From an optimization exercise on the open Yosys and OpenROAD flow, aimed at a short achievable clock period and few clock cycles; shortcuts taken in it are not production practice.
Only simulation tests tie the RTL to the original design; equivalence was not proved.

==> run B: inputs <==
Design dcache, start of the top module:
module dcache (
  input  logic               CLK,
  input  logic               nRST,
  input  logic               dmem_ren,
  input  logic               dmem_wen,
  input  logic [31:0]        dmem_addr,
  input  logic [31:0]        dmem_store,
  input  logic               halt,
  output logic               dhit,
  output logic [31:0]        dmem_load,
  output logic               flushed,
  input  logic [31:0]        mem_load,
  input  logic               mem_wait,
  output logic               mem_ren,
  output logic               mem_wen,
  output logic [31:0]        mem_addr,
  output logic [31:0]        mem_store
);
Settings: LEC_CHECK=0, ABC_CLOCK_PERIOD_IN_PS=3000, CAP_MARGIN=40, CORE_MARGIN=2, CORE_UTILIZATION=35, PLACE_DENSITY=0.45, SETUP_SLACK_MARGIN=4.6, SLEW_MARGIN=50, TNS_END_PERCENT=25; clock period 9.0 ns.
run.sh (not shown) runs the stock make flow with config.mk's settings and CLKGATE_MAP_FILE= SYNTH_SCRIPT=/design/flow/synth_recipe.tcl, a recipe that flattens the netlist after the stock synthesis.
==> run H: changes against run B <==
--- a/flow/design.v
+++ b/flow/design.v
@@ -322,18 +322,16 @@
   assign flushed   = flushed_r;
   wire op_done    = op_busy & ~mem_wait;             
   logic [29:0] fa;
   assign fa = op_dem ? ra_addr : op_addr;
   wire op_wr_same = p_write & op_wr & |(touch_a & op_frame) & (roff == op_addr[0]);
   wire stale_now  = op_stale | op_wr_same;
   wire wb_done    = op_done & op_wr & ~op_cnt & ~stale_now;
   assign wb_clear = wb_done ? op_frame : '0;
-  wire           wb_done_r  = op_done & op_wr & ~op_cnt & ~op_stale;
-  wire [NF-1:0]  wb_clear_r = wb_done_r ? op_frame : '0;
   assign rd_fill  = op_done & ~op_wr & ~op_stale;
   wire flush_mode = flushing | halt;
   logic [NF-1:0][1:0] dirty_x;
   logic [NF-1:0]      dirty_any;
   always_comb begin
     for (int i = 0; i < NF; i++) begin
       for (int w = 0; w < 2; w++) begin
         dirty_x[i][w] = f_dirty[i][w] &
@@ -375,17 +373,17 @@
   logic [28:0]   cand_tag;
   logic [31:0]   cand_data;
   always_comb begin
     cand_ok   = 1'b0;
     cand_tag  = '0;
     cand_data = '0;
     for (int i = 0; i < NF; i++) begin
       cand_ok   = cand_ok   | (cr_sel[i] & f_dirty[i][cr_w] &
-                               ~(op_done & op_wr & op_frame[i] & (op_addr[0] == cr_w)));
+                               ~(wb_clear[i] & (op_addr[0] == cr_w)));
       cand_tag  = cand_tag  | ({29{cr_sel[i]}} & f_tag[i]);
       cand_data = cand_data | ({32{cr_sel[i]}} & f_data[i][cr_w]);
     end
     cand_ok = cand_ok & cr_ok;
     if (pw_valid && |(pw_frame & cr_sel) && (pw_off == cr_w)) cand_data = pw_data;
   end
   logic [NF-1:0] f_dirty_any;
   always_comb begin
@@ -395,17 +393,17 @@
     if (!nRST) wsafe <= 1'b1;
     else       wsafe <= ~|(old2 & f_dirty_any);
   end
   logic last_clean;
   logic [NF-1:0][1:0] left;
   always_comb begin
     left = f_dirty;
     for (int i = 0; i < NF; i++)
-      if (wb_clear_r[i]) left[i][op_addr[0]] = 1'b0;
+      if (wb_clear[i]) left[i][op_addr[0]] = 1'b0;
     last_clean = (left == '0);
   end
   wire bg_ok  = cand_ok & ~flushed_r;
   wire cnt_ok = ~bg_ok & flush_mode & ~cnt_sent & ~flushed_r & last_clean;
   always_ff @(posedge CLK, negedge nRST) begin
     if (!nRST) begin
       op_busy   <= 1'b0;
       op_wr     <= 1'b0;
@@ -425,20 +423,20 @@
         op_cnt   <= 1'b0;
         op_dem   <= ~hitv;
         op_stale <= 1'b0;
       end else if (!slot_free) begin
         op_stale <= stale_now;
       end else begin
         op_busy  <= dem | bg_ok | cnt_ok;
         op_wr    <= ~dem;
-        op_cnt   <= cnt_ok;               
+        op_cnt   <= ~dem & cnt_ok;
         op_dem   <= dem;
         op_stale <= ~dem & bg_ok & p_write & |(touch_a & cr_sel) & (roff == cr_w);
-        if (cnt_ok) cnt_sent <= 1'b1;
+        if (~dem & cnt_ok) cnt_sent <= 1'b1;
       end
       if (slot_free) op_frame <= cr_sel;
     end
   end
   always_ff @(posedge CLK) begin
     if (spec_wait) begin
       op_addr <= rword;
     end else if (slot_free) begin
==> flow/config.mk (replaced) <==
export PLATFORM = sky130hd
export DESIGN_NAME = dcache
export DESIGN_NICKNAME = dcache
export VERILOG_FILES = /design/flow/design.v
export SDC_FILE = /design/flow/constraint.sdc
export NUM_CORES = 4
export LEC_CHECK = 0
export ABC_CLOCK_PERIOD_IN_PS = 3000
export CAP_MARGIN = 40
export CORE_MARGIN = 2
export CORE_UTILIZATION = 42
export SETUP_SLACK_MARGIN = 4.6
export SLEW_MARGIN = 50
export TNS_END_PERCENT = 25
==> results.json <==
{
  "outcome": "complete, no violations",
  "die_y_um": 647,
  "wirelength_mm": 830,
  "initial_utilization_pct": 35.1,
  "rows": 236,
  "critPathSlowestCell": "nor4_1",
  "synth_cell_types": 106,
  "worst_slew_pin_slew_ns": 0.918,
  "drt_pre_antenna_iters": 9,
  "synth_simple_gate_area_share_pct": 12.3,
  "worst_clock_skew_ns": 0.108
}
Source of the figures above: run B

==> results.json <==
{
  "die_y_um": 592,
  "synth_cell_types": 101,
  "synth_simple_gate_area_share_pct": 13.0,
  "wirelength_mm": 754,
  "placed_cell_area_um2": 154000,
  "multi_input_area_um2": 79900,
  "ys_warn_count": 18,
  "worst_slew_pin_slew_ns": 0.928,
  "outcome": "complete, no violations",
  "drt_pre_antenna_iters": 12,
  "dominant-cell-class": "multi-input combinational cells",
  "finalWeightedCongestion": 1.14,
  "rows": 216,
  "initial_utilization_pct": 42.1,
  "critPathSlowestCell": "dfrtp_4"
}
Source of the figures above: run H

Testbench counts of run B, summed over its fixed seeds: cycles 23,634.
Testbench counts of run H, summed over its fixed seeds: cycles 23,634.

## what the ideal ports hide
In the flow no input, the clock included, has a driving cell. The finished layouts below were timed again as built, in two steps.
Step 1 assumes that a clkbuf_16 drives the clock port and a buf_2 every other input.
Step 2 adds t to the input delays and takes it off the output delays; t is the mean of the earliest and latest rising clock arrival at the registers after step 1. Input paths then give back, and output paths get back, about the clock's delay inside the block.
a / b / c = ideal / step 1 / step 2; a / b = the first two.
run	t (ns)	setup slack, ns	worst hold slack (ns)	clock arrival spread, ns	pins driven straight from the clock port
run B	1.098	4.253 / 3.990 / 3.232	0.467 / 0.467 / 0.467	0.116 / 0.116	1
run H	1.103	4.300 / 4.230 / 3.289	0.473 / 0.473 / 0.473	0.127 / 0.127	1
After both steps setup and hold are still met in every run listed. The setup slack of run B, which loses most, moves by -0.263 ns with the drivers and by -1.021 ns with both steps.
